Background: an optimization exercise with open tools, aiming at small area, a short achievable clock period and few clock cycles per item. Do not read the settings as production practice. Function was not checked in any run shown here: the RTL went through the layout flow alone. Power and IR drop assume default switching activity.

## flow/design.v (module list and top-level ports; edited modules follow where they fit)
// module ep_div_stage: 18 lines
// module ep_fa: 10 lines
// module ep_filter_stream: 1958 lines
module ep_filter_stream #(
  parameter int unsigned PIX_W = 8,
  parameter int unsigned WIN   = 3,
  parameter int unsigned WGT_W = 4
) (
  input  logic                     clk,
  input  logic                     rst_n,
  input  logic                     in_valid,
  output logic                     in_ready,
  input  logic [WIN*WIN*PIX_W-1:0] in_win,
  input  logic                     in_sof,
  input  logic                     in_eol,
  input  logic [3:0]               thr_shift,
  input  logic                     bypass,
  output logic                     out_valid,
  input  logic                     out_ready,
  output logic [PIX_W-1:0]         out_pix,
  output logic                     out_sof,
  output logic                     out_eol
);
  // ...
==> flow/run.sh <==
#!/bin/bash
# synth_recipe.tcl (not shown) runs the flow's synth.tcl, then flattens the netlist and writes it again
# the make line also repeats each setting of config.mk as NAME=value (left out here)
make -C /OpenROAD-flow-scripts/flow DESIGN_CONFIG=/design/flow/config.mk WORK_HOME=/design/flow/orfs CLKGATE_MAP_FILE= SYNTH_SCRIPT=/design/flow/synth_recipe.tcl finish
==> flow/config.mk <==
export PLATFORM = sky130hd
export DESIGN_NAME = ep_filter_stream
export DESIGN_NICKNAME = ep_filter_stream
export VERILOG_FILES = /design/flow/design.v
export SDC_FILE = /design/flow/constraint.sdc
export NUM_CORES = 4
export LEC_CHECK = 0
export ABC_AREA = 1
export CAP_MARGIN = 20
export CORE_MARGIN = 2
export CORE_UTILIZATION = 40
export CTS_BUF_LIST = sky130_fd_sc_hd__clkbuf_8
export CTS_CLUSTER_DIAMETER = 50
export CTS_CLUSTER_SIZE = 16
export SETUP_SLACK_MARGIN = 2.0
export SLEW_MARGIN = 20
export SYNTH_HIERARCHICAL = 1
==> flow/constraint.sdc <==
create_clock -name core_clock -period 5.0 [get_ports {clk}]
set_input_delay 1.0000 -clock core_clock [delete_from_list [all_inputs] [get_ports {clk}]]
set_output_delay 1.0000 -clock core_clock [all_outputs]
set_load 0.01 [all_outputs]
==> metrics.md, run 1 <==
| Metric | Value |
|---|---|
| Pre-CTS worst setup slack | 0.604 ns |
| Worst hold path type | register to register |
| End of the worst register-to-register path | tL4_s2[63] |
| Power per cell area | 580 nW/um2 |
| GP Congestion | 0.927 |
| WP depth | 6 |
| Hold path depth | 0 |
| Fraction of power consumed by sequential logic | 31.1% |
| Clock buffer count in the final layout | 61 |
| Pin count of the biggest net entering global routing | 60 |
| Quantity of I/O buffers inserted on ports | 94 |
| Overall routed net length | 86,200 um |
| Total standard cell area after synthesis | 32,700 um2 |
| Critical register-to-register path startpoint | w3_s1[1] |
| Number of gates resized after cts | 83 |
| Status | no timing/DRC/antenna violations |
| Clock network power consumption | 0.00311 W |
| Slew at the pin closest to its max-slew limit | 0.931 ns |
| Count of multi-input gates | 2,381 |
| Deepest level of the CTS H-tree | 2 |
| Max-Slew Margin vs Limit | 38.0% |
| Wire length on met1 | 37,400 um |
| Worst Clk Skew | 0.0904 ns |
| Cells along the critical path | nand2_1, inv_1, fa_1, fa_1, fa_1, fa_1 |
| Uppermost signal routing layer after detailed routing | met5 |
| Total instance count after detailed placement | 4,663 |
| Final TNS setup | 0 ns |
| Layout buffer count excluding clock buffers | 175 |
==> run 2, diff against run 1 <==
--- a/flow/design.v
+++ b/flow/design.v
@@ -640,105 +640,105 @@
   logic ts_567;
   logic tc_568;
   logic ts_569;
   logic tc_570;
   logic ts_571;
   logic tc_572;
   logic ts_573;
   logic tc_574;
-  logic ts_575;
-  logic tc_576;
-  logic ts_577;
-  logic tc_578;
-  logic ts_579;
-  logic tc_580;
-  logic ts_581;
-  logic tc_582;
-  logic ts_583;
-  logic tc_584;
-  logic ts_585;
-  logic tc_586;
-  logic ts_587;
-  logic tc_588;
-  logic ts_589;
-  logic tc_590;
-  logic ts_591;
-  logic tc_592;
-  logic ts_593;
-  logic tc_594;
-  logic ts_595;
-  logic tc_596;
-  logic ts_597;
-  logic tc_598;
-  logic ts_599;
-  logic tc_600;
-  logic ts_601;
-  logic tc_602;
-  logic ts_603;
-  logic tc_604;
-  logic ts_605;
-  logic tc_606;
-  logic ts_607;
-  logic tc_608;
-  logic ts_609;
-  logic tc_610;
-  logic ts_611;
-  logic tc_612;
-  logic ts_613;
-  logic tc_614;
-  logic ts_615;
-  logic tc_616;
-  logic ts_617;
-  logic tc_618;
-  logic ts_619;
-  logic tc_620;
-  logic ts_621;
-  logic tc_622;
-  logic ts_623;
-  logic tc_624;
-  logic ts_625;
-  logic tc_626;
-  logic ts_627;
-  logic tc_628;
-  logic ts_629;
-  logic tc_630;
-  logic ts_631;
-  logic tc_632;
-  logic ts_633;
-  logic tc_634;
-  logic ts_635;
-  logic tc_636;
-  logic ts_637;
-  logic tc_638;
-  logic ts_639;
-  logic tc_640;
-  logic ts_641;
-  logic tc_642;
-  logic ts_643;
-  logic tc_644;
-  logic ts_645;
-  logic tc_646;
-  logic ts_647;
-  logic tc_648;
-  logic ts_649;
-  logic tc_650;
-  logic ts_651;
-  logic tc_652;
-  logic ts_653;
-  logic tc_654;
-  logic ts_655;
-  logic tc_656;
-  logic ts_657;
-  logic tc_658;
-  logic [157:0] tL4_c658;
+  logic [197:0] tL3_c574;
   logic vld_s2;
   logic sof_s2;
   logic eol_s2;
-  logic [157:0] tL4_s2;
+  logic [197:0] tL3_s2;
+  logic ts_576;
+  logic tc_577;
+  logic ts_578;
+  logic tc_579;
+  logic ts_580;
+  logic tc_581;
+  logic ts_582;
+  logic tc_583;
+  logic ts_584;
+  logic tc_585;
+  logic ts_586;
+  logic tc_587;
+  logic ts_588;
+  logic tc_589;
+  logic ts_590;
+  logic tc_591;
+  logic ts_592;
+  logic tc_593;
+  logic ts_594;
+  logic tc_595;
+  logic ts_596;
+  logic tc_597;
+  logic ts_598;
+  logic tc_599;
+  logic ts_600;
+  logic tc_601;
+  logic ts_602;
+  logic tc_603;
+  logic ts_604;
+  logic tc_605;
+  logic ts_606;
+  logic tc_607;
+  logic ts_608;
+  logic tc_609;
+  logic ts_610;
+  logic tc_611;
+  logic ts_612;
+  logic tc_613;
+  logic ts_614;
+  logic tc_615;
+  logic ts_616;
+  logic tc_617;
+  logic ts_618;
+  logic tc_619;
+  logic ts_620;
+  logic tc_621;
+  logic ts_622;
+  logic tc_623;
+  logic ts_624;
+  logic tc_625;
+  logic ts_626;
+  logic tc_627;
+  logic ts_628;
+  logic tc_629;
+  logic ts_630;
+  logic tc_631;
+  logic ts_632;
+  logic tc_633;
+  logic ts_634;
+  logic tc_635;
+  logic ts_636;
+  logic tc_637;
+  logic ts_638;
+  logic tc_639;
+  logic ts_640;
+  logic tc_641;
+  logic ts_642;
+  logic tc_643;
+  logic ts_644;
+  logic tc_645;
+  logic ts_646;
+  logic tc_647;
+  logic ts_648;
+  logic tc_649;
+  logic ts_650;
+  logic tc_651;
+  logic ts_652;
+  logic tc_653;
+  logic ts_654;
+  logic tc_655;
+  logic ts_656;
+  logic tc_657;
+  logic ts_658;
+  logic tc_659;
   logic ts_660;
   logic tc_661;
   logic ts_662;
   logic tc_663;
   logic ts_664;
   logic tc_665;
   logic ts_666;
   logic tc_667;
@@ -1626,130 +1626,130 @@
   ep_fa u_ts_559 (.a(p4_s1[5]), .b(1'b1), .c(tc_324), .s(ts_559), .co(tc_560));
   ep_fa u_ts_561 (.a(tc_326), .b(tc_434), .c(tc_436), .s(ts_561), .co(tc_562));
   ep_fa u_ts_563 (.a(tc_438), .b(tc_440), .c(tc_442), .s(ts_563), .co(tc_564));
   ep_fa u_ts_565 (.a(tc_444), .b(tc_446), .c(tc_448), .s(ts_565), .co(tc_566));
   ep_fa u_ts_567 (.a((w0_s1[3] & p0_s1[7])), .b((w1_s1[3] & p1_s1[7])), .c((w2_s1[3] & p2_s1[7])), .s(ts_567), .co(tc_568));
   ep_fa u_ts_569 (.a((w3_s1[3] & p3_s1[7])), .b((w5_s1[3] & p5_s1[7])), .c((w6_s1[3] & p6_s1[7])), .s(ts_569), .co(tc_570));
   ep_fa u_ts_571 (.a((w7_s1[3] & p7_s1[7])), .b((w8_s1[3] & p8_s1[7])), .c(p4_s1[6]), .s(ts_571), .co(tc_572));
   ep_fa u_ts_573 (.a(1'b1), .b(tc_452), .c(tc_454), .s(ts_573), .co(tc_574));
-  ep_fa u_ts_575 (.a(ts_461), .b(ts_463), .c((w3_s1[0] & p3_s1[0])), .s(ts_575), .co(tc_576));
-  ep_fa u_ts_577 (.a(w3_s1[1]), .b((w5_s1[0] & p5_s1[0])), .c(w5_s1[1]), .s(ts_577), .co(tc_578));
-  ep_fa u_ts_579 (.a(ts_465), .b(ts_467), .c(ts_469), .s(ts_579), .co(tc_580));
-  ep_fa u_ts_581 (.a(ts_471), .b((w7_s1[0] & p7_s1[1])), .c((w7_s1[1] & p7_s1[0])), .s(ts_581), .co(tc_582));
-  ep_fa u_ts_583 (.a(w7_s1[2]), .b((w8_s1[0] & p8_s1[1])), .c((w8_s1[1] & p8_s1[0])), .s(ts_583), .co(tc_584));
-  ep_fa u_ts_585 (.a(ts_473), .b(ts_475), .c(ts_477), .s(ts_585), .co(tc_586));
-  ep_fa u_ts_587 (.a(ts_479), .b(ts_481), .c(~p4_s1[2]), .s(ts_587), .co(tc_588));
-  ep_fa u_ts_589 (.a(tc_328), .b(tc_330), .c(tc_332), .s(ts_589), .co(tc_590));
-  assign ts_591 = tc_466 ^ tc_468;
-  assign tc_592 = tc_466 & tc_468;
-  ep_fa u_ts_593 (.a(ts_483), .b(ts_485), .c(ts_487), .s(ts_593), .co(tc_594));
-  ep_fa u_ts_595 (.a(ts_489), .b(ts_491), .c(ts_493), .s(ts_595), .co(tc_596));
-  ep_fa u_ts_597 (.a(tc_342), .b(tc_344), .c(tc_474), .s(ts_597), .co(tc_598));
-  ep_fa u_ts_599 (.a(tc_476), .b(tc_478), .c(tc_480), .s(ts_599), .co(tc_600));
-  ep_fa u_ts_601 (.a(ts_495), .b(ts_497), .c(ts_499), .s(ts_601), .co(tc_602));
-  ep_fa u_ts_603 (.a(ts_501), .b(ts_503), .c(ts_505), .s(ts_603), .co(tc_604));
-  ep_fa u_ts_605 (.a(tc_360), .b(tc_484), .c(tc_486), .s(ts_605), .co(tc_606));
-  ep_fa u_ts_607 (.a(tc_488), .b(tc_490), .c(tc_492), .s(ts_607), .co(tc_608));
-  ep_fa u_ts_609 (.a(ts_507), .b(ts_509), .c(ts_511), .s(ts_609), .co(tc_610));
-  ep_fa u_ts_611 (.a(ts_513), .b(ts_515), .c(ts_517), .s(ts_611), .co(tc_612));
-  ep_fa u_ts_613 (.a(tc_378), .b(tc_496), .c(tc_498), .s(ts_613), .co(tc_614));
-  ep_fa u_ts_615 (.a(tc_500), .b(tc_502), .c(tc_504), .s(ts_615), .co(tc_616));
-  ep_fa u_ts_617 (.a(ts_519), .b(ts_521), .c(ts_523), .s(ts_617), .co(tc_618));
-  ep_fa u_ts_619 (.a(ts_525), .b(ts_527), .c(ts_529), .s(ts_619), .co(tc_620));
-  ep_fa u_ts_621 (.a(tc_396), .b(tc_508), .c(tc_510), .s(ts_621), .co(tc_622));
-  ep_fa u_ts_623 (.a(tc_512), .b(tc_514), .c(tc_516), .s(ts_623), .co(tc_624));
-  ep_fa u_ts_625 (.a(ts_531), .b(ts_533), .c(ts_535), .s(ts_625), .co(tc_626));
-  ep_fa u_ts_627 (.a(ts_537), .b(ts_539), .c(ts_541), .s(ts_627), .co(tc_628));
-  ep_fa u_ts_629 (.a(tc_414), .b(tc_520), .c(tc_522), .s(ts_629), .co(tc_630));
-  ep_fa u_ts_631 (.a(tc_524), .b(tc_526), .c(tc_528), .s(ts_631), .co(tc_632));
-  ep_fa u_ts_633 (.a(ts_543), .b(ts_545), .c(ts_547), .s(ts_633), .co(tc_634));
-  ep_fa u_ts_635 (.a(ts_549), .b(ts_551), .c(ts_553), .s(ts_635), .co(tc_636));
-  ep_fa u_ts_637 (.a(tc_432), .b(tc_532), .c(tc_534), .s(ts_637), .co(tc_638));
-  ep_fa u_ts_639 (.a(tc_536), .b(tc_538), .c(tc_540), .s(ts_639), .co(tc_640));
-  ep_fa u_ts_641 (.a(ts_555), .b(ts_557), .c(ts_559), .s(ts_641), .co(tc_642));
-  ep_fa u_ts_643 (.a(ts_561), .b(ts_563), .c(ts_565), .s(ts_643), .co(tc_644));
-  ep_fa u_ts_645 (.a(tc_450), .b(tc_544), .c(tc_546), .s(ts_645), .co(tc_646));
-  ep_fa u_ts_647 (.a(tc_548), .b(tc_550), .c(tc_552), .s(ts_647), .co(tc_648));
-  ep_fa u_ts_649 (.a(ts_567), .b(ts_569), .c(ts_571), .s(ts_649), .co(tc_650));
-  ep_fa u_ts_651 (.a(ts_573), .b(tc_456), .c(tc_458), .s(ts_651), .co(tc_652));
-  ep_fa u_ts_653 (.a(tc_460), .b(tc_556), .c(tc_558), .s(ts_653), .co(tc_654));
-  ep_fa u_ts_655 (.a(tc_560), .b(tc_562), .c(tc_564), .s(ts_655), .co(tc_656));
-  assign ts_657 = p4_s1[7] ^ 1'b1;
-  assign tc_658 = p4_s1[7] & 1'b1;
-  assign tL4_c658 = {1'b1, w8_s1[3], w7_s1[3], w6_s1[3], w5_s1[3], w3_s1[3], w2_s1[3], w1_s1[3], w0_s1[3], 1'b1, w8_s1[2], w7_s1[2], w6_s1[2], w5_s1[2], w3_s1[2], w2_s1[2], w1_s1[2], w0_s1[2], 1'b1, w8_s1[1], w7_s1[1], w6_s1[1], w5_s1[1], w3_s1[1], w2_s1[1], w1_s1[1], w0_s1[1], 1'b1, w8_s1[0], w7_s1[0], w6_s1[0], w5_s1[0], w3_s1[0], w2_s1[0], w1_s1[0], w0_s1[0], 1'b1, 1'b1, 1'b1, tc_658, 1'b1, tc_656, tc_654, tc_652, tc_650, tc_574, tc_572, tc_570, tc_568, ts_657, tc_648, tc_646, tc_644, tc_642, tc_566, ts_655, ts_653, ts_651, ts_649, tc_640, tc_638, tc_636, tc_634, tc_554, ts_647, ts_645, ts_643, ts_641, tc_632, tc_630, tc_628, tc_626, tc_542, ts_639, ts_637, ts_635, ts_633, tc_624, tc_622, tc_620, tc_618, tc_530, ts_631, ts_629, ts_627, ts_625, tc_616, tc_614, tc_612, tc_610, tc_518, ts_623, ts_621, ts_619, ts_617, tc_608, tc_606, tc_604, tc_602, tc_506, ts_615, ts_613, ts_611, ts_609, tc_600, tc_598, tc_596, tc_594, tc_494, ts_607, ts_605, ts_603, ts_601, tc_592, tc_590, tc_588, tc_586, tc_482, ts_599, ts_597, ts_595, ts_593, tc_584, tc_582, tc_580, tc_472, tc_470, ts_591, ts_589, ts_587, ts_585, tc_578, tc_576, tc_464, tc_462, ~p4_s1[1], w8_s1[2], ts_583, ts_581, ts_579, ~p4_s1[0], w8_s1[1], (w8_s1[0] & p8_s1[0]), w7_s1[1], (w7_s1[0] & p7_s1[0]), w6_s1[1], (w6_s1[0] & p6_s1[0]), ts_577, ts_575, 1'b1, w8_s1[0], w7_s1[0], w6_s1[0], w5_s1[0], w3_s1[0], w2_s1[0], w1_s1[0], w0_s1[0]};
+  assign tL3_c574 = {1'b1, w8_s1[3], w7_s1[3], w6_s1[3], w5_s1[3], w3_s1[3], w2_s1[3], w1_s1[3], w0_s1[3], 1'b1, w8_s1[2], w7_s1[2], w6_s1[2], w5_s1[2], w3_s1[2], w2_s1[2], w1_s1[2], w0_s1[2], 1'b1, w8_s1[1], w7_s1[1], w6_s1[1], w5_s1[1], w3_s1[1], w2_s1[1], w1_s1[1], w0_s1[1], 1'b1, w8_s1[0], w7_s1[0], w6_s1[0], w5_s1[0], w3_s1[0], w2_s1[0], w1_s1[0], w0_s1[0], 1'b1, 1'b1, 1'b1, 1'b1, tc_574, tc_572, tc_570, tc_568, 1'b1, p4_s1[7], tc_566, tc_564, tc_562, tc_560, tc_558, tc_556, tc_460, tc_458, tc_456, ts_573, ts_571, ts_569, ts_567, tc_554, tc_552, tc_550, tc_548, tc_546, tc_544, tc_450, ts_565, ts_563, ts_561, ts_559, ts_557, ts_555, tc_542, tc_540, tc_538, tc_536, tc_534, tc_532, tc_432, ts_553, ts_551, ts_549, ts_547, ts_545, ts_543, tc_530, tc_528, tc_526, tc_524, tc_522, tc_520, tc_414, ts_541, ts_539, ts_537, ts_535, ts_533, ts_531, tc_518, tc_516, tc_514, tc_512, tc_510, tc_508, tc_396, ts_529, ts_527, ts_525, ts_523, ts_521, ts_519, tc_506, tc_504, tc_502, tc_500, tc_498, tc_496, tc_378, ts_517, ts_515, ts_513, ts_511, ts_509, ts_507, tc_494, tc_492, tc_490, tc_488, tc_486, tc_484, tc_360, ts_505, ts_503, ts_501, ts_499, ts_497, ts_495, tc_482, tc_480, tc_478, tc_476, tc_474, tc_344, tc_342, ts_493, ts_491, ts_489, ts_487, ts_485, ts_483, tc_472, tc_470, tc_468, tc_466, tc_332, tc_330, tc_328, ~p4_s1[2], ts_481, ts_479, ts_477, ts_475, ts_473, tc_464, tc_462, ~p4_s1[1], w8_s1[2], (w8_s1[1] & p8_s1[0]), (w8_s1[0] & p8_s1[1]), w7_s1[2], (w7_s1[1] & p7_s1[0]), (w7_s1[0] & p7_s1[1]), ts_471, ts_469, ts_467, ts_465, ~p4_s1[0], w8_s1[1], (w8_s1[0] & p8_s1[0]), w7_s1[1], (w7_s1[0] & p7_s1[0]), w6_s1[1], (w6_s1[0] & p6_s1[0]), w5_s1[1], (w5_s1[0] & p5_s1[0]), w3_s1[1], (w3_s1[0] & p3_s1[0]), ts_463, ts_461, 1'b1, w8_s1[0], w7_s1[0], w6_s1[0], w5_s1[0], w3_s1[0], w2_s1[0], w1_s1[0], w0_s1[0]};
   always_ff @(posedge clk or negedge rst_n) begin
     if (!rst_n) begin
       vld_s2 <= '0;
     end else begin
       vld_s2 <= vld_s1;
     end
   end
   always_ff @(posedge clk) begin
       sof_s2 <= sof_s1;
       eol_s2 <= eol_s1;
-      tL4_s2 <= tL4_c658;
+      tL3_s2 <= tL3_c574;
   end
-  ep_fa u_ts_660 (.a(tL4_s2[0]), .b(tL4_s2[1]), .c(tL4_s2[2]), .s(ts_660), .co(tc_661));
-  assign ts_662 = tL4_s2[3] ^ tL4_s2[4];
-  assign tc_663 = tL4_s2[3] & tL4_s2[4];
-  ep_fa u_ts_664 (.a(tL4_s2[9]), .b(tL4_s2[10]), .c(tL4_s2[11]), .s(ts_664), .co(tc_665));
-  ep_fa u_ts_666 (.a(tL4_s2[12]), .b(tL4_s2[13]), .c(tL4_s2[14]), .s(ts_666), .co(tc_667));
-  assign ts_668 = tL4_s2[15] ^ tL4_s2[16];
-  assign tc_669 = tL4_s2[15] & tL4_s2[16];
-  ep_fa u_ts_670 (.a(tL4_s2[18]), .b(tL4_s2[19]), .c(tL4_s2[20]), .s(ts_670), .co(tc_671));
-  ep_fa u_ts_672 (.a(tL4_s2[21]), .b(tL4_s2[22]), .c(tL4_s2[23]), .s(ts_672), .co(tc_673));
-  ep_fa u_ts_674 (.a(tL4_s2[24]), .b(tL4_s2[25]), .c(tL4_s2[26]), .s(ts_674), .co(tc_675));
-  ep_fa u_ts_676 (.a(tL4_s2[27]), .b(tL4_s2[28]), .c(tL4_s2[29]), .s(ts_676), .co(tc_677));
-  ep_fa u_ts_678 (.a(tL4_s2[30]), .b(tL4_s2[31]), .c(tL4_s2[32]), .s(ts_678), .co(tc_679));
-  ep_fa u_ts_680 (.a(tL4_s2[33]), .b(tL4_s2[34]), .c(tL4_s2[35]), .s(ts_680), .co(tc_681));
-  ep_fa u_ts_682 (.a(tL4_s2[36]), .b(tL4_s2[37]), .c(tL4_s2[38]), .s(ts_682), .co(tc_683));
-  ep_fa u_ts_684 (.a(tL4_s2[39]), .b(tL4_s2[40]), .c(tL4_s2[41]), .s(ts_684), .co(tc_685));
-  ep_fa u_ts_686 (.a(tL4_s2[42]), .b(tL4_s2[43]), .c(tL4_s2[44]), .s(ts_686), .co(tc_687));
-  ep_fa u_ts_688 (.a(tL4_s2[45]), .b(tL4_s2[46]), .c(tL4_s2[47]), .s(ts_688), .co(tc_689));
-  ep_fa u_ts_690 (.a(tL4_s2[48]), .b(tL4_s2[49]), .c(tL4_s2[50]), .s(ts_690), .co(tc_691));
-  ep_fa u_ts_692 (.a(tL4_s2[51]), .b(tL4_s2[52]), .c(tL4_s2[53]), .s(ts_692), .co(tc_693));
-  ep_fa u_ts_694 (.a(tL4_s2[54]), .b(tL4_s2[55]), .c(tL4_s2[56]), .s(ts_694), .co(tc_695));
-  ep_fa u_ts_696 (.a(tL4_s2[57]), .b(tL4_s2[58]), .c(tL4_s2[59]), .s(ts_696), .co(tc_697));
-  ep_fa u_ts_698 (.a(tL4_s2[60]), .b(tL4_s2[61]), .c(tL4_s2[62]), .s(ts_698), .co(tc_699));
-  ep_fa u_ts_700 (.a(tL4_s2[63]), .b(tL4_s2[64]), .c(tL4_s2[65]), .s(ts_700), .co(tc_701));
-  ep_fa u_ts_702 (.a(tL4_s2[66]), .b(tL4_s2[67]), .c(tL4_s2[68]), .s(ts_702), .co(tc_703));
-  ep_fa u_ts_704 (.a(tL4_s2[69]), .b(tL4_s2[70]), .c(tL4_s2[71]), .s(ts_704), .co(tc_705));
-  ep_fa u_ts_706 (.a(tL4_s2[72]), .b(tL4_s2[73]), .c(tL4_s2[74]), .s(ts_706), .co(tc_707));
-  ep_fa u_ts_708 (.a(tL4_s2[75]), .b(tL4_s2[76]), .c(tL4_s2[77]), .s(ts_708), .co(tc_709));
-  ep_fa u_ts_710 (.a(tL4_s2[78]), .b(tL4_s2[79]), .c(tL4_s2[80]), .s(ts_710), .co(tc_711));
-  ep_fa u_ts_712 (.a(tL4_s2[81]), .b(tL4_s2[82]), .c(tL4_s2[83]), .s(ts_712), .co(tc_713));
-  ep_fa u_ts_714 (.a(tL4_s2[84]), .b(tL4_s2[85]), .c(tL4_s2[86]), .s(ts_714), .co(tc_715));
-  ep_fa u_ts_716 (.a(tL4_s2[87]), .b(tL4_s2[88]), .c(tL4_s2[89]), .s(ts_716), .co(tc_717));
-  ep_fa u_ts_718 (.a(tL4_s2[90]), .b(tL4_s2[91]), .c(tL4_s2[92]), .s(ts_718), .co(tc_719));
-  ep_fa u_ts_720 (.a(tL4_s2[93]), .b(tL4_s2[94]), .c(tL4_s2[95]), .s(ts_720), .co(tc_721));
-  ep_fa u_ts_722 (.a(tL4_s2[96]), .b(tL4_s2[97]), .c(tL4_s2[98]), .s(ts_722), .co(tc_723));
-  ep_fa u_ts_724 (.a(tL4_s2[99]), .b(tL4_s2[100]), .c(tL4_s2[101]), .s(ts_724), .co(tc_725));
-  ep_fa u_ts_726 (.a(tL4_s2[102]), .b(tL4_s2[103]), .c(tL4_s2[104]), .s(ts_726), .co(tc_727));
-  ep_fa u_ts_728 (.a(tL4_s2[105]), .b(tL4_s2[106]), .c(tL4_s2[107]), .s(ts_728), .co(tc_729));
-  ep_fa u_ts_730 (.a(tL4_s2[108]), .b(tL4_s2[109]), .c(tL4_s2[110]), .s(ts_730), .co(tc_731));
-  ep_fa u_ts_732 (.a(tL4_s2[111]), .b(tL4_s2[112]), .c(tL4_s2[113]), .s(ts_732), .co(tc_733));
-  ep_fa u_ts_734 (.a(tL4_s2[114]), .b(tL4_s2[115]), .c(tL4_s2[116]), .s(ts_734), .co(tc_735));
-  ep_fa u_ts_736 (.a(tL4_s2[122]), .b(tL4_s2[123]), .c(tL4_s2[124]), .s(ts_736), .co(tc_737));
-  assign ts_738 = tL4_s2[125] ^ tL4_s2[126];
-  assign tc_739 = tL4_s2[125] & tL4_s2[126];
-  ep_fa u_ts_740 (.a(tL4_s2[131]), .b(tL4_s2[132]), .c(tL4_s2[133]), .s(ts_740), .co(tc_741));
-  ep_fa u_ts_742 (.a(tL4_s2[134]), .b(tL4_s2[135]), .c(tL4_s2[136]), .s(ts_742), .co(tc_743));
-  assign ts_744 = tL4_s2[137] ^ tL4_s2[138];
-  assign tc_745 = tL4_s2[137] & tL4_s2[138];
-  ep_fa u_ts_746 (.a(tL4_s2[140]), .b(tL4_s2[141]), .c(tL4_s2[142]), .s(ts_746), .co(tc_747));
-  ep_fa u_ts_748 (.a(tL4_s2[143]), .b(tL4_s2[144]), .c(tL4_s2[145]), .s(ts_748), .co(tc_749));
-  ep_fa u_ts_750 (.a(tL4_s2[146]), .b(tL4_s2[147]), .c(tL4_s2[148]), .s(ts_750), .co(tc_751));
-  ep_fa u_ts_752 (.a(tL4_s2[149]), .b(tL4_s2[150]), .c(tL4_s2[151]), .s(ts_752), .co(tc_753));
-  ep_fa u_ts_754 (.a(tL4_s2[152]), .b(tL4_s2[153]), .c(tL4_s2[154]), .s(ts_754), .co(tc_755));
-  ep_fa u_ts_756 (.a(tL4_s2[155]), .b(tL4_s2[156]), .c(tL4_s2[157]), .s(ts_756), .co(tc_757));
-  ep_fa u_ts_758 (.a(ts_660), .b(ts_662), .c(tL4_s2[5]), .s(ts_758), .co(tc_759));
+  ep_fa u_ts_576 (.a(tL3_s2[9]), .b(tL3_s2[10]), .c(tL3_s2[11]), .s(ts_576), .co(tc_577));
+  ep_fa u_ts_578 (.a(tL3_s2[12]), .b(tL3_s2[13]), .c(tL3_s2[14]), .s(ts_578), .co(tc_579));
+  ep_fa u_ts_580 (.a(tL3_s2[22]), .b(tL3_s2[23]), .c(tL3_s2[24]), .s(ts_580), .co(tc_581));
+  ep_fa u_ts_582 (.a(tL3_s2[25]), .b(tL3_s2[26]), .c(tL3_s2[27]), .s(ts_582), .co(tc_583));
+  ep_fa u_ts_584 (.a(tL3_s2[28]), .b(tL3_s2[29]), .c(tL3_s2[30]), .s(ts_584), .co(tc_585));
+  ep_fa u_ts_586 (.a(tL3_s2[35]), .b(tL3_s2[36]), .c(tL3_s2[37]), .s(ts_586), .co(tc_587));
+  ep_fa u_ts_588 (.a(tL3_s2[38]), .b(tL3_s2[39]), .c(tL3_s2[40]), .s(ts_588), .co(tc_589));
+  ep_fa u_ts_590 (.a(tL3_s2[41]), .b(tL3_s2[42]), .c(tL3_s2[43]), .s(ts_590), .co(tc_591));
+  assign ts_592 = tL3_s2[44] ^ tL3_s2[45];
+  assign tc_593 = tL3_s2[44] & tL3_s2[45];
+  ep_fa u_ts_594 (.a(tL3_s2[48]), .b(tL3_s2[49]), .c(tL3_s2[50]), .s(ts_594), .co(tc_595));
+  ep_fa u_ts_596 (.a(tL3_s2[51]), .b(tL3_s2[52]), .c(tL3_s2[53]), .s(ts_596), .co(tc_597));
+  ep_fa u_ts_598 (.a(tL3_s2[54]), .b(tL3_s2[55]), .c(tL3_s2[56]), .s(ts_598), .co(tc_599));
+  ep_fa u_ts_600 (.a(tL3_s2[57]), .b(tL3_s2[58]), .c(tL3_s2[59]), .s(ts_600), .co(tc_601));
+  ep_fa u_ts_602 (.a(tL3_s2[61]), .b(tL3_s2[62]), .c(tL3_s2[63]), .s(ts_602), .co(tc_603));
+  ep_fa u_ts_604 (.a(tL3_s2[64]), .b(tL3_s2[65]), .c(tL3_s2[66]), .s(ts_604), .co(tc_605));
+  ep_fa u_ts_606 (.a(tL3_s2[67]), .b(tL3_s2[68]), .c(tL3_s2[69]), .s(ts_606), .co(tc_607));
+  ep_fa u_ts_608 (.a(tL3_s2[70]), .b(tL3_s2[71]), .c(tL3_s2[72]), .s(ts_608), .co(tc_609));
+  ep_fa u_ts_610 (.a(tL3_s2[74]), .b(tL3_s2[75]), .c(tL3_s2[76]), .s(ts_610), .co(tc_611));
+  ep_fa u_ts_612 (.a(tL3_s2[77]), .b(tL3_s2[78]), .c(tL3_s2[79]), .s(ts_612), .co(tc_613));
+  ep_fa u_ts_614 (.a(tL3_s2[80]), .b(tL3_s2[81]), .c(tL3_s2[82]), .s(ts_614), .co(tc_615));
+  ep_fa u_ts_616 (.a(tL3_s2[83]), .b(tL3_s2[84]), .c(tL3_s2[85]), .s(ts_616), .co(tc_617));
+  ep_fa u_ts_618 (.a(tL3_s2[87]), .b(tL3_s2[88]), .c(tL3_s2[89]), .s(ts_618), .co(tc_619));
+  ep_fa u_ts_620 (.a(tL3_s2[90]), .b(tL3_s2[91]), .c(tL3_s2[92]), .s(ts_620), .co(tc_621));
+  ep_fa u_ts_622 (.a(tL3_s2[93]), .b(tL3_s2[94]), .c(tL3_s2[95]), .s(ts_622), .co(tc_623));
+  ep_fa u_ts_624 (.a(tL3_s2[96]), .b(tL3_s2[97]), .c(tL3_s2[98]), .s(ts_624), .co(tc_625));
+  ep_fa u_ts_626 (.a(tL3_s2[100]), .b(tL3_s2[101]), .c(tL3_s2[102]), .s(ts_626), .co(tc_627));
+  ep_fa u_ts_628 (.a(tL3_s2[103]), .b(tL3_s2[104]), .c(tL3_s2[105]), .s(ts_628), .co(tc_629));
+  ep_fa u_ts_630 (.a(tL3_s2[106]), .b(tL3_s2[107]), .c(tL3_s2[108]), .s(ts_630), .co(tc_631));
+  ep_fa u_ts_632 (.a(tL3_s2[109]), .b(tL3_s2[110]), .c(tL3_s2[111]), .s(ts_632), .co(tc_633));
+  ep_fa u_ts_634 (.a(tL3_s2[113]), .b(tL3_s2[114]), .c(tL3_s2[115]), .s(ts_634), .co(tc_635));
+  ep_fa u_ts_636 (.a(tL3_s2[116]), .b(tL3_s2[117]), .c(tL3_s2[118]), .s(ts_636), .co(tc_637));
+  ep_fa u_ts_638 (.a(tL3_s2[119]), .b(tL3_s2[120]), .c(tL3_s2[121]), .s(ts_638), .co(tc_639));
+  ep_fa u_ts_640 (.a(tL3_s2[122]), .b(tL3_s2[123]), .c(tL3_s2[124]), .s(ts_640), .co(tc_641));
+  ep_fa u_ts_642 (.a(tL3_s2[126]), .b(tL3_s2[127]), .c(tL3_s2[128]), .s(ts_642), .co(tc_643));
+  ep_fa u_ts_644 (.a(tL3_s2[129]), .b(tL3_s2[130]), .c(tL3_s2[131]), .s(ts_644), .co(tc_645));
+  ep_fa u_ts_646 (.a(tL3_s2[132]), .b(tL3_s2[133]), .c(tL3_s2[134]), .s(ts_646), .co(tc_647));
+  ep_fa u_ts_648 (.a(tL3_s2[135]), .b(tL3_s2[136]), .c(tL3_s2[137]), .s(ts_648), .co(tc_649));
+  ep_fa u_ts_650 (.a(tL3_s2[139]), .b(tL3_s2[140]), .c(tL3_s2[141]), .s(ts_650), .co(tc_651));
+  ep_fa u_ts_652 (.a(tL3_s2[142]), .b(tL3_s2[143]), .c(tL3_s2[144]), .s(ts_652), .co(tc_653));
+  ep_fa u_ts_654 (.a(tL3_s2[145]), .b(tL3_s2[146]), .c(tL3_s2[147]), .s(ts_654), .co(tc_655));
+  ep_fa u_ts_656 (.a(tL3_s2[148]), .b(tL3_s2[149]), .c(tL3_s2[150]), .s(ts_656), .co(tc_657));
+  assign ts_658 = tL3_s2[152] ^ tL3_s2[153];
+  assign tc_659 = tL3_s2[152] & tL3_s2[153];
+  ep_fa u_ts_660 (.a(tL3_s2[0]), .b(tL3_s2[1]), .c(tL3_s2[2]), .s(ts_660), .co(tc_661));
+  assign ts_662 = tL3_s2[3] ^ tL3_s2[4];
+  assign tc_663 = tL3_s2[3] & tL3_s2[4];
+  ep_fa u_ts_664 (.a(ts_576), .b(ts_578), .c(tL3_s2[15]), .s(ts_664), .co(tc_665));
+  ep_fa u_ts_666 (.a(tL3_s2[16]), .b(tL3_s2[17]), .c(tL3_s2[18]), .s(ts_666), .co(tc_667));
+  assign ts_668 = tL3_s2[19] ^ tL3_s2[20];
+  assign tc_669 = tL3_s2[19] & tL3_s2[20];
+  ep_fa u_ts_670 (.a(ts_580), .b(ts_582), .c(ts_584), .s(ts_670), .co(tc_671));
+  ep_fa u_ts_672 (.a(tL3_s2[31]), .b(tL3_s2[32]), .c(tL3_s2[33]), .s(ts_672), .co(tc_673));
+  ep_fa u_ts_674 (.a(tL3_s2[34]), .b(tc_577), .c(tc_579), .s(ts_674), .co(tc_675));
+  ep_fa u_ts_676 (.a(ts_586), .b(ts_588), .c(ts_590), .s(ts_676), .co(tc_677));
+  ep_fa u_ts_678 (.a(ts_592), .b(tL3_s2[46]), .c(tL3_s2[47]), .s(ts_678), .co(tc_679));
+  ep_fa u_ts_680 (.a(tc_581), .b(tc_583), .c(tc_585), .s(ts_680), .co(tc_681));
+  ep_fa u_ts_682 (.a(ts_594), .b(ts_596), .c(ts_598), .s(ts_682), .co(tc_683));
+  ep_fa u_ts_684 (.a(ts_600), .b(tL3_s2[60]), .c(tc_587), .s(ts_684), .co(tc_685));
+  ep_fa u_ts_686 (.a(tc_589), .b(tc_591), .c(tc_593), .s(ts_686), .co(tc_687));
+  ep_fa u_ts_688 (.a(ts_602), .b(ts_604), .c(ts_606), .s(ts_688), .co(tc_689));
+  ep_fa u_ts_690 (.a(ts_608), .b(tL3_s2[73]), .c(tc_595), .s(ts_690), .co(tc_691));
+  ep_fa u_ts_692 (.a(tc_597), .b(tc_599), .c(tc_601), .s(ts_692), .co(tc_693));
+  ep_fa u_ts_694 (.a(ts_610), .b(ts_612), .c(ts_614), .s(ts_694), .co(tc_695));
+  ep_fa u_ts_696 (.a(ts_616), .b(tL3_s2[86]), .c(tc_603), .s(ts_696), .co(tc_697));
+  ep_fa u_ts_698 (.a(tc_605), .b(tc_607), .c(tc_609), .s(ts_698), .co(tc_699));
+  ep_fa u_ts_700 (.a(ts_618), .b(ts_620), .c(ts_622), .s(ts_700), .co(tc_701));
+  ep_fa u_ts_702 (.a(ts_624), .b(tL3_s2[99]), .c(tc_611), .s(ts_702), .co(tc_703));
+  ep_fa u_ts_704 (.a(tc_613), .b(tc_615), .c(tc_617), .s(ts_704), .co(tc_705));
+  ep_fa u_ts_706 (.a(ts_626), .b(ts_628), .c(ts_630), .s(ts_706), .co(tc_707));
+  ep_fa u_ts_708 (.a(ts_632), .b(tL3_s2[112]), .c(tc_619), .s(ts_708), .co(tc_709));
+  ep_fa u_ts_710 (.a(tc_621), .b(tc_623), .c(tc_625), .s(ts_710), .co(tc_711));
+  ep_fa u_ts_712 (.a(ts_634), .b(ts_636), .c(ts_638), .s(ts_712), .co(tc_713));
+  ep_fa u_ts_714 (.a(ts_640), .b(tL3_s2[125]), .c(tc_627), .s(ts_714), .co(tc_715));
+  ep_fa u_ts_716 (.a(tc_629), .b(tc_631), .c(tc_633), .s(ts_716), .co(tc_717));
+  ep_fa u_ts_718 (.a(ts_642), .b(ts_644), .c(ts_646), .s(ts_718), .co(tc_719));
+  ep_fa u_ts_720 (.a(ts_648), .b(tL3_s2[138]), .c(tc_635), .s(ts_720), .co(tc_721));
+  ep_fa u_ts_722 (.a(tc_637), .b(tc_639), .c(tc_641), .s(ts_722), .co(tc_723));
+  ep_fa u_ts_724 (.a(ts_650), .b(ts_652), .c(ts_654), .s(ts_724), .co(tc_725));
+  ep_fa u_ts_726 (.a(ts_656), .b(tL3_s2[151]), .c(tc_643), .s(ts_726), .co(tc_727));
+  ep_fa u_ts_728 (.a(tc_645), .b(tc_647), .c(tc_649), .s(ts_728), .co(tc_729));
+  ep_fa u_ts_730 (.a(ts_658), .b(tL3_s2[154]), .c(tL3_s2[155]), .s(ts_730), .co(tc_731));
+  ep_fa u_ts_732 (.a(tL3_s2[156]), .b(tL3_s2[157]), .c(tc_651), .s(ts_732), .co(tc_733));
+  ep_fa u_ts_734 (.a(tc_653), .b(tc_655), .c(tc_657), .s(ts_734), .co(tc_735));
+  ep_fa u_ts_736 (.a(tL3_s2[162]), .b(tL3_s2[163]), .c(tL3_s2[164]), .s(ts_736), .co(tc_737));
+  assign ts_738 = tL3_s2[165] ^ tL3_s2[166];
+  assign tc_739 = tL3_s2[165] & tL3_s2[166];
+  ep_fa u_ts_740 (.a(tL3_s2[171]), .b(tL3_s2[172]), .c(tL3_s2[173]), .s(ts_740), .co(tc_741));
+  ep_fa u_ts_742 (.a(tL3_s2[174]), .b(tL3_s2[175]), .c(tL3_s2[176]), .s(ts_742), .co(tc_743));
+  assign ts_744 = tL3_s2[177] ^ tL3_s2[178];
+  assign tc_745 = tL3_s2[177] & tL3_s2[178];
+  ep_fa u_ts_746 (.a(tL3_s2[180]), .b(tL3_s2[181]), .c(tL3_s2[182]), .s(ts_746), .co(tc_747));
+  ep_fa u_ts_748 (.a(tL3_s2[183]), .b(tL3_s2[184]), .c(tL3_s2[185]), .s(ts_748), .co(tc_749));
+  ep_fa u_ts_750 (.a(tL3_s2[186]), .b(tL3_s2[187]), .c(tL3_s2[188]), .s(ts_750), .co(tc_751));
+  ep_fa u_ts_752 (.a(tL3_s2[189]), .b(tL3_s2[190]), .c(tL3_s2[191]), .s(ts_752), .co(tc_753));
+  ep_fa u_ts_754 (.a(tL3_s2[192]), .b(tL3_s2[193]), .c(tL3_s2[194]), .s(ts_754), .co(tc_755));
+  ep_fa u_ts_756 (.a(tL3_s2[195]), .b(tL3_s2[196]), .c(tL3_s2[197]), .s(ts_756), .co(tc_757));
+  ep_fa u_ts_758 (.a(ts_660), .b(ts_662), .c(tL3_s2[5]), .s(ts_758), .co(tc_759));
   ep_fa u_ts_760 (.a(ts_664), .b(ts_666), .c(ts_668), .s(ts_760), .co(tc_761));
-  assign ts_762 = tL4_s2[17] ^ tc_661;
-  assign tc_763 = tL4_s2[17] & tc_661;
+  assign ts_762 = tL3_s2[21] ^ tc_661;
+  assign tc_763 = tL3_s2[21] & tc_661;
   ep_fa u_ts_764 (.a(ts_670), .b(ts_672), .c(ts_674), .s(ts_764), .co(tc_765));
   ep_fa u_ts_766 (.a(tc_665), .b(tc_667), .c(tc_669), .s(ts_766), .co(tc_767));
   ep_fa u_ts_768 (.a(ts_676), .b(ts_678), .c(ts_680), .s(ts_768), .co(tc_769));
   ep_fa u_ts_770 (.a(tc_671), .b(tc_673), .c(tc_675), .s(ts_770), .co(tc_771));
   ep_fa u_ts_772 (.a(ts_682), .b(ts_684), .c(ts_686), .s(ts_772), .co(tc_773));
   ep_fa u_ts_774 (.a(tc_677), .b(tc_679), .c(tc_681), .s(ts_774), .co(tc_775));
   ep_fa u_ts_776 (.a(ts_688), .b(ts_690), .c(ts_692), .s(ts_776), .co(tc_777));
   ep_fa u_ts_778 (.a(tc_683), .b(tc_685), .c(tc_687), .s(ts_778), .co(tc_779));
@@ -1762,82 +1762,82 @@
   ep_fa u_ts_792 (.a(ts_712), .b(ts_714), .c(ts_716), .s(ts_792), .co(tc_793));
   ep_fa u_ts_794 (.a(tc_707), .b(tc_709), .c(tc_711), .s(ts_794), .co(tc_795));
   ep_fa u_ts_796 (.a(ts_718), .b(ts_720), .c(ts_722), .s(ts_796), .co(tc_797));
   ep_fa u_ts_798 (.a(tc_713), .b(tc_715), .c(tc_717), .s(ts_798), .co(tc_799));
   ep_fa u_ts_800 (.a(ts_724), .b(ts_726), .c(ts_728), .s(ts_800), .co(tc_801));
   ep_fa u_ts_802 (.a(tc_719), .b(tc_721), .c(tc_723), .s(ts_802), .co(tc_803));
   ep_fa u_ts_804 (.a(ts_730), .b(ts_732), .c(ts_734), .s(ts_804), .co(tc_805));
   ep_fa u_ts_806 (.a(tc_725), .b(tc_727), .c(tc_729), .s(ts_806), .co(tc_807));
-  ep_fa u_ts_808 (.a(tL4_s2[117]), .b(tL4_s2[118]), .c(tc_731), .s(ts_808), .co(tc_809));
+  ep_fa u_ts_808 (.a(tL3_s2[158]), .b(tc_659), .c(tc_731), .s(ts_808), .co(tc_809));
   assign ts_810 = tc_733 ^ tc_735;
   assign tc_811 = tc_733 & tc_735;
-  ep_fa u_ts_812 (.a(ts_736), .b(ts_738), .c(tL4_s2[127]), .s(ts_812), .co(tc_813));
+  ep_fa u_ts_812 (.a(ts_736), .b(ts_738), .c(tL3_s2[167]), .s(ts_812), .co(tc_813));
   ep_fa u_ts_814 (.a(ts_740), .b(ts_742), .c(ts_744), .s(ts_814), .co(tc_815));
-  assign ts_816 = tL4_s2[139] ^ tc_737;
-  assign tc_817 = tL4_s2[139] & tc_737;
+  assign ts_816 = tL3_s2[179] ^ tc_737;
+  assign tc_817 = tL3_s2[179] & tc_737;
   ep_fa u_ts_818 (.a(ts_746), .b(ts_748), .c(ts_750), .s(ts_818), .co(tc_819));
   ep_fa u_ts_820 (.a(tc_741), .b(tc_743), .c(tc_745), .s(ts_820), .co(tc_821));
   ep_fa u_ts_822 (.a(ts_752), .b(ts_754), .c(ts_756), .s(ts_822), .co(tc_823));
   ep_fa u_ts_824 (.a(tc_747), .b(tc_749), .c(tc_751), .s(ts_824), .co(tc_825));
   assign ts_826 = tc_753 ^ tc_755;
   assign tc_827 = tc_753 & tc_755;
-  assign ts_828 = ts_758 ^ tL4_s2[6];
-  assign tc_829 = ts_758 & tL4_s2[6];
+  assign ts_828 = ts_758 ^ tL3_s2[6];
+  assign tc_829 = ts_758 & tL3_s2[6];
   ep_fa u_ts_830 (.a(ts_760), .b(ts_762), .c(tc_663), .s(ts_830), .co(tc_831));
   ep_fa u_ts_832 (.a(ts_764), .b(ts_766), .c(tc_761), .s(ts_832), .co(tc_833));
   ep_fa u_ts_834 (.a(ts_768), .b(ts_770), .c(tc_765), .s(ts_834), .co(tc_835));
   ep_fa u_ts_836 (.a(ts_772), .b(ts_774), .c(tc_769), .s(ts_836), .co(tc_837));
   ep_fa u_ts_838 (.a(ts_776), .b(ts_778), .c(tc_773), .s(ts_838), .co(tc_839));
   ep_fa u_ts_840 (.a(ts_780), .b(ts_782), .c(tc_777), .s(ts_840), .co(tc_841));
   ep_fa u_ts_842 (.a(ts_784), .b(ts_786), .c(tc_781), .s(ts_842), .co(tc_843));
   ep_fa u_ts_844 (.a(ts_788), .b(ts_790), .c(tc_785), .s(ts_844), .co(tc_845));
   ep_fa u_ts_846 (.a(ts_792), .b(ts_794), .c(tc_789), .s(ts_846), .co(tc_847));
   ep_fa u_ts_848 (.a(ts_796), .b(ts_798), .c(tc_793), .s(ts_848), .co(tc_849));
   ep_fa u_ts_850 (.a(ts_800), .b(ts_802), .c(tc_797), .s(ts_850), .co(tc_851));
   ep_fa u_ts_852 (.a(ts_804), .b(ts_806), .c(tc_801), .s(ts_852), .co(tc_853));
   ep_fa u_ts_854 (.a(ts_808), .b(ts_810), .c(tc_805), .s(ts_854), .co(tc_855));
-  assign ts_856 = tL4_s2[119] ^ tc_809;
-  assign tc_857 = tL4_s2[119] & tc_809;
-  assign ts_858 = ts_812 ^ tL4_s2[128];
-  assign tc_859 = ts_812 & tL4_s2[128];
+  assign ts_856 = tL3_s2[159] ^ tc_809;
+  assign tc_857 = tL3_s2[159] & tc_809;
+  assign ts_858 = ts_812 ^ tL3_s2[168];
+  assign tc_859 = ts_812 & tL3_s2[168];
   ep_fa u_ts_860 (.a(ts_814), .b(ts_816), .c(tc_739), .s(ts_860), .co(tc_861));
   ep_fa u_ts_862 (.a(ts_818), .b(ts_820), .c(tc_815), .s(ts_862), .co(tc_863));
   ep_fa u_ts_864 (.a(ts_822), .b(ts_824), .c(tc_819), .s(ts_864), .co(tc_865));
   ep_fa u_ts_866 (.a(ts_826), .b(tc_757), .c(tc_823), .s(ts_866), .co(tc_867));
-  assign ts_868 = ts_828 ^ tL4_s2[7];
-  assign tc_869 = ts_828 & tL4_s2[7];
+  assign ts_868 = ts_828 ^ tL3_s2[7];
+  assign tc_869 = ts_828 & tL3_s2[7];
   ep_fa u_ts_870 (.a(ts_830), .b(tc_759), .c(tc_829), .s(ts_870), .co(tc_871));
   ep_fa u_ts_872 (.a(ts_832), .b(tc_763), .c(tc_831), .s(ts_872), .co(tc_873));
   ep_fa u_ts_874 (.a(ts_834), .b(tc_767), .c(tc_833), .s(ts_874), .co(tc_875));
   ep_fa u_ts_876 (.a(ts_836), .b(tc_771), .c(tc_835), .s(ts_876), .co(tc_877));
   ep_fa u_ts_878 (.a(ts_838), .b(tc_775), .c(tc_837), .s(ts_878), .co(tc_879));
   ep_fa u_ts_880 (.a(ts_840), .b(tc_779), .c(tc_839), .s(ts_880), .co(tc_881));
   ep_fa u_ts_882 (.a(ts_842), .b(tc_783), .c(tc_841), .s(ts_882), .co(tc_883));
   ep_fa u_ts_884 (.a(ts_844), .b(tc_787), .c(tc_843), .s(ts_884), .co(tc_885));
   ep_fa u_ts_886 (.a(ts_846), .b(tc_791), .c(tc_845), .s(ts_886), .co(tc_887));
   ep_fa u_ts_888 (.a(ts_848), .b(tc_795), .c(tc_847), .s(ts_888), .co(tc_889));
   ep_fa u_ts_890 (.a(ts_850), .b(tc_799), .c(tc_849), .s(ts_890), .co(tc_891));
   ep_fa u_ts_892 (.a(ts_852), .b(tc_803), .c(tc_851), .s(ts_892), .co(tc_893));
   ep_fa u_ts_894 (.a(ts_854), .b(tc_807), .c(tc_853), .s(ts_894), .co(tc_895));
   ep_fa u_ts_896 (.a(ts_856), .b(tc_811), .c(tc_855), .s(ts_896), .co(tc_897));
-  assign ts_898 = tL4_s2[120] ^ tc_857;
-  assign tc_899 = tL4_s2[120] & tc_857;
-  assign ts_900 = ts_858 ^ tL4_s2[129];
-  assign tc_901 = ts_858 & tL4_s2[129];
+  assign ts_898 = tL3_s2[160] ^ tc_857;
+  assign tc_899 = tL3_s2[160] & tc_857;
+  assign ts_900 = ts_858 ^ tL3_s2[169];
+  assign tc_901 = ts_858 & tL3_s2[169];
   ep_fa u_ts_902 (.a(ts_860), .b(tc_813), .c(tc_859), .s(ts_902), .co(tc_903));
   ep_fa u_ts_904 (.a(ts_862), .b(tc_817), .c(tc_861), .s(ts_904), .co(tc_905));
   ep_fa u_ts_906 (.a(ts_864), .b(tc_821), .c(tc_863), .s(ts_906), .co(tc_907));
   ep_fa u_ts_908 (.a(ts_866), .b(tc_825), .c(tc_865), .s(ts_908), .co(tc_909));
   assign ts_910 = tc_827 ^ tc_867;
   assign tc_911 = tc_827 & tc_867;
   assign dra_c911 = {1'b0, tc_911, ts_910, ts_908, ts_906, ts_904, ts_902, ts_900};
-  assign drb_c912 = {1'b0, 1'b0, tc_909, tc_907, tc_905, tc_903, tc_901, tL4_s2[130]};
-  assign ra_c913 = {tL4_s2[121], ts_898, ts_896, ts_894, ts_892, ts_890, ts_888, ts_886, ts_884, ts_882, ts_880, ts_878, ts_876, ts_874, ts_872, ts_870, ts_868};
-  assign rb_c914 = {tc_899, tc_897, tc_895, tc_893, tc_891, tc_889, tc_887, tc_885, tc_883, tc_881, tc_879, tc_877, tc_875, tc_873, tc_871, tc_869, tL4_s2[8]};
+  assign drb_c912 = {1'b0, 1'b0, tc_909, tc_907, tc_905, tc_903, tc_901, tL3_s2[170]};
+  assign ra_c913 = {tL3_s2[161], ts_898, ts_896, ts_894, ts_892, ts_890, ts_888, ts_886, ts_884, ts_882, ts_880, ts_878, ts_876, ts_874, ts_872, ts_870, ts_868};
+  assign rb_c914 = {tc_899, tc_897, tc_895, tc_893, tc_891, tc_889, tc_887, tc_885, tc_883, tc_881, tc_879, tc_877, tc_875, tc_873, tc_871, tc_869, tL3_s2[8]};
   always_ff @(posedge clk or negedge rst_n) begin
     if (!rst_n) begin
       vld_s3 <= '0;
     end else begin
       vld_s3 <= vld_s2;
     end
   end
   always_ff @(posedge clk) begin
--- a/flow/config.mk
+++ b/flow/config.mk
@@ -7,11 +7,11 @@
 export LEC_CHECK = 0
 export ABC_AREA = 1
 export CAP_MARGIN = 20
 export CORE_MARGIN = 2
 export CORE_UTILIZATION = 40
 export CTS_BUF_LIST = sky130_fd_sc_hd__clkbuf_8
 export CTS_CLUSTER_DIAMETER = 50
 export CTS_CLUSTER_SIZE = 16
-export SETUP_SLACK_MARGIN = 2.0
+export SETUP_SLACK_MARGIN = 2.3
 export SLEW_MARGIN = 20
 export SYNTH_HIERARCHICAL = 1
==> run 2 against run 1 <==
Combinational power up about 10%. Critical endpoint is now ra_s3[6]. Flip-flop and latch count up 36. Core utilization up 0.61 points. Worst setup slack worse by 0.043 ns. Fmax down 1.4%. Via count up 2.5%. Area after synthesis up 2.4%. Total power up 9.9%. Synthesized cell count up 1.5%. Still clean.
==> metrics.md, run 2 <==
| Metric | Value |
|---|---|
| Status | no timing/DRC/antenna violations (unchanged) |
| Largest register by flop count | tL3_s2 (was tL4_s2) |
| Share of Yosys cell area claimed by the top area cell type | 27.7% (was 26.1%) |
| Quantity of I/O buffers inserted on ports | 94 (unchanged) |
| Power per cell area | 610 nW/um2 (was 580 nW/um2) |
| Detailed Route Iter0 Violations | 1,570 (was 1,507) |
| Flops & latches, synth | 572 (was 536) |
| Core Footprint | 83,300 um2 (was 80,800 um2) |
| Max-Slew Margin vs Limit | 30.8% (was 38.0%) |
| Final core occ | 47.3% (was 46.7%) |
| Fraction of final layout cells sized beyond drive strength 1 | 16.2% (was 11.9%) |
| Arrival time at the worst endpoint | 3.58 ns (was 3.53 ns) |
| Initial antenna violation count | 3 (was 4) |
| Detailed-routing iteration count for the pre-antenna-repair pass | 5 (was 6) |
| Data required time of the critical path | 5.57 ns (about the same) |
| Largest fanout of any net on the critical path | 1 (was 10) |
| Area Growth Syn to Fin | 17.5% (was 15.2%) |
| Drt via density | 4.99 (was 4.97) |
| Vias in the first global route | 24,800 (was 23,900) |
| Clock root buffer | sky130_fd_sc_hd__clkbuf_8 (unchanged) |
| Initial core utilization | 40.2% (was 40.5%) |
| LEAKAGE | 19.2 nW (was 18.8 nW) |
| Final setup vio count | 0 (unchanged) |
| Number of warnings printed during yosys synthesis | 8 (unchanged) |
| Main area contributors after synthesis | sky130_fd_sc_hd__dfxtp_1, sky130_fd_sc_hd__fa_1, sky130_fd_sc_hd__nand2_1, sky130_fd_sc_hd__ha_1, sky130_fd_sc_hd__edfxtp_1 (unchanged) |
| Main flop type after synthesis | sky130_fd_sc_hd__dfxtp_1 (unchanged) |
| DRC violations left | 0 (unchanged) |
| Overall via count from detail_route | 24,600 (was 24,000) |
| Most common cell in the netlist | sky130_fd_sc_hd__nand2_1 (unchanged) |
| Critical path class | register to register (unchanged) |
| Number of buffers created by CTS | 67 (was 56) |
| Pins over their slew limit | 0 (unchanged) |
| Row count | 106 (was 104) |
| Commonest non-fill, non-tap cells in the layout | sky130_fd_sc_hd__nand2_1, sky130_fd_sc_hd__inv_1, sky130_fd_sc_hd__dfxtp_1 (unchanged) |
| Pin count of the biggest net entering global routing | 57 (was 60) |
| GP Congestion | 0.910 (was 0.927) |
| Max-capacitance violation count | 0 (unchanged) |
| Overall routed net length | 91,100 um (was 86,200 um) |
| Number of hold-slack violations in the final timing report | 0 (unchanged) |
| DP Wirelength | 68,700 um (was 67,600 um) |
| Worst Clk Skew | 0.0565 ns (was 0.0904 ns) |
| RSZ-0062 raised after global routing | yes (unchanged) |
| Period Utilization, post-route | 60.1% (was 59.2%) |
| Clock-pin slew on the worst setup and hold paths | 0.09 ns (about the same) |
| DIE AREA | 86,100 um2 (was 84,100 um2) |
| Most frequent standard cell in the layout excluding fill and tap cells | sky130_fd_sc_hd__nand2_1 (unchanged) |
| Critical Path Source Type | register (unchanged) |
| Clock Sink Count | 572 (was 536) |
| Library cell occupying the most area in the post-synthesis netlist | sky130_fd_sc_hd__dfxtp_1 (unchanged) |
| Chip Height | 293 um (was 290 um) |
| Leading post-synthesis cells by instance count | sky130_fd_sc_hd__nand2_1, sky130_fd_sc_hd__inv_1, sky130_fd_sc_hd__dfxtp_1 (unchanged) |
| Maximum frequency from static timing analysis | 0.333 GHz (was 0.338 GHz) |
| Global-route wire length before repair | 138,000 um (was 133,000 um) |
| Overall routing resource usage | 21.0% (was 20.2%) |
| Routed wire per std cell | 18.5 um (was 17.8 um) |
| Number of synthesized flops with an enable pin | 80 (unchanged) |
| Total standard cell area after synthesis | 33,500 um2 (was 32,700 um2) |
| Worst hold path type | register to register (unchanged) |
| Async set-reset flop share out of synthesis | 5.07% (was 5.41%) |
| Syn avg cell area | 9.26 um2 (was 9.18 um2) |
| Sequential element share of the synthesized area | 37.0% (was 35.7%) |
| Deepest level of the CTS H-tree | 3 (was 2) |
| Min Clock Period, post-route | 3.00 ns (was 2.96 ns) |
| Netlist cell types | 65 (was 62) |
| Post-Syn Instances | 3,619 (was 3,566) |
| Worst Setup End Kind | register (unchanged) |
| Worst-skew pair later-pin latency | 0.71 ns (was 0.73 ns) |
| Number of routed nets with antenna violations | 0 (unchanged) |
| Final TNS setup | 0 ns (unchanged) |
| Flip-flop count of the largest register, all copies and words added | 173 (was 137) |
| Io pins | 95 (unchanged) |
| Top Registers | tL3_s2 x173, fifo_mem x70 (was tL4_s2 x137, fifo_mem x70) |
| Largest voltage drop on the vdd net | 0.505 mV (was 0.330 mV) |
| Slew at the pin closest to its max-slew limit | 1.04 ns (was 0.931 ns) |
| Width of the die | 293 um (was 290 um) |
| Count of hold buffers inserted by post-cts repair | 0 (unchanged) |
| Total power | 0.0240 W (was 0.0219 W) |
| Clock tree from TritonCTS | built (unchanged) |
| Overall overflow remaining after global route | 0 (unchanged) |
| Worst setup slack for register-to-register paths | 2.00 ns (was 2.04 ns) |
| Number of nets in the finished design | 4,438 (was 4,360) |
| Number of filler cells placed in the layout | 7,796 (was 7,648) |
| Clock buffer depth | 3 (unchanged) |
## run 2: modules after synthesis, one instance, submodules excluded
module,cells inside,cell area [um2]
ep_filter_stream,3316,27500
ep_fa,1,20.0
## run 2: cell families (layout without fill, tap and decap cells)
kind of cell,count (synthesis),in the layout,synth area share [%]
and+or+nand+nor,1280,1284,16.1
buffers and inverters,651,875,7.39
DFF,572,572,37.0
adders and majority gates,554,554,28.3
AOI/OAI and AO/OA,436,436,7.84
xor gates and xnor gates,118,118,3.08
muxes,7,7,0.216
other,1,10,0.0112
## run 2: what timing repair did
| action | CTS | global route |
|---|---|---|
| pin swaps | 65 | 137 |
| endpoints found under the setup margin | 69 | 73 |
| resized for setup | 233 | 225 |
| setup buffers | 44 | 25 |
| hold endpoints to repair | 0 | 0 |
| gates cloned | 3 | 2 |
## run 2: metrics by stage
| stage | instances | worst slack, ns | hold WS, ns | cell area (um2) |
|---|---|---|---|---|
| 2_1_floorplan | 3625 | 1.63 | 0.310 | 33700 |
| 3_3_place_gp | 4738 | 0.669 | 0.310 | 35800 |
| 3_5_place_dp | 4738 | 0.595 | 0.312 | 35800 |
| 4_1_cts | 4906 | 2.01 | 0.275 | 38400 |
| 5_1_grt | 4936 | 1.97 | 0.270 | 39400 |
| 6_report | 4936 | 2.00 | 0.285 | 39400 |
## run 2: path summary, 6_finish.rpt
path / from / endpoint / cells after the start
max reg2reg: tL3_s2[82] / ra_s3[6] / 5
max in group asynchronous: rst_n / wr_oh[0] / 2
max: tL3_s2[82] / ra_s3[6] / 5
min in group asynchronous: rst_n / rd_oh[5] / 2
min: nq_s5[1] / nq_s6[3] / 0
min reg2reg: nq_s5[1] / nq_s6[3] / 0
## run 2: cell type report
type                    instances  area [um2]  area share [%]
clock buffers                  70         963            2.45
diodes                          3        7.51          0.0191
flip-flops and latches        572       12500            31.6
multi-input cells            2406       20100            51.1
well taps                    1080        1350            3.43
inverters                     568        2170            5.51
repair buffers                186        1750            4.45
clock inverters                51         547            1.39
## run 2: power by group
group | leakage, nW | switching [W] | internal (W)
clock | 0.786 | 0.00193 | 0.00169
combinational | 13.5 | 0.00720 | 0.00601
sequential | 4.89 | 0.00105 | 0.00616
## run 2: critical path, stage by stage (launching register included)
cell and delay, ns:
sky130_fd_sc_hd__dfxtp_1 0.33, sky130_fd_sc_hd__fa_1 0.52, sky130_fd_sc_hd__fa_2 0.60, sky130_fd_sc_hd__fa_1 0.46, sky130_fd_sc_hd__fa_2 0.56, sky130_fd_sc_hd__fa_2 0.43
## run 2: per-layer routing
layer,up-vias,share of wire (%),track usage [%],wire [um]
met2,804,49,36.6,44500
li1,11800,-,-,-
met1,11700,41,25.6,37000
met4,2,5.1,10.0,4640
met5,-,0.014,0,13
met3,234,5.5,3.00,5010

==> separate check: timing with driven ports <==
The results above use ideal ports. As a check the final layouts listed here were re-extracted and re-timed, cells and wires unchanged. Step 1 (the two cells are an assumption about what drives the block):
set clk [get_ports {clk}]
set_driving_cell -lib_cell sky130_fd_sc_hd__clkbuf_16 $clk
set_driving_cell -lib_cell sky130_fd_sc_hd__buf_2 [delete_from_list [all_inputs] $clk]
Step 2 also shifts input and output timing later by t, the mid clock arrival at the registers, as if the neighbouring blocks saw the same clock. a / b / c = ideal / step 1 / step 2; a / b = the first two.
run	t (ns)	slack for setup (ns)	hold slack, ns	latest minus earliest clock arrival (ns)	pins driven straight from the clock port
run 1	0.747	2.040 / 2.018 / 1.346	0.325 / 0.325 / 0.325	0.092 / 0.092	1
run 2	0.744	1.997 / 1.997 / 1.397	0.285 / 0.285 / 0.285	0.074 / 0.075	1
After both steps setup and hold are still met in every run listed. The setup slack of run 1, which loses most, moves by -0.022 ns with the drivers and by -0.694 ns with both steps.
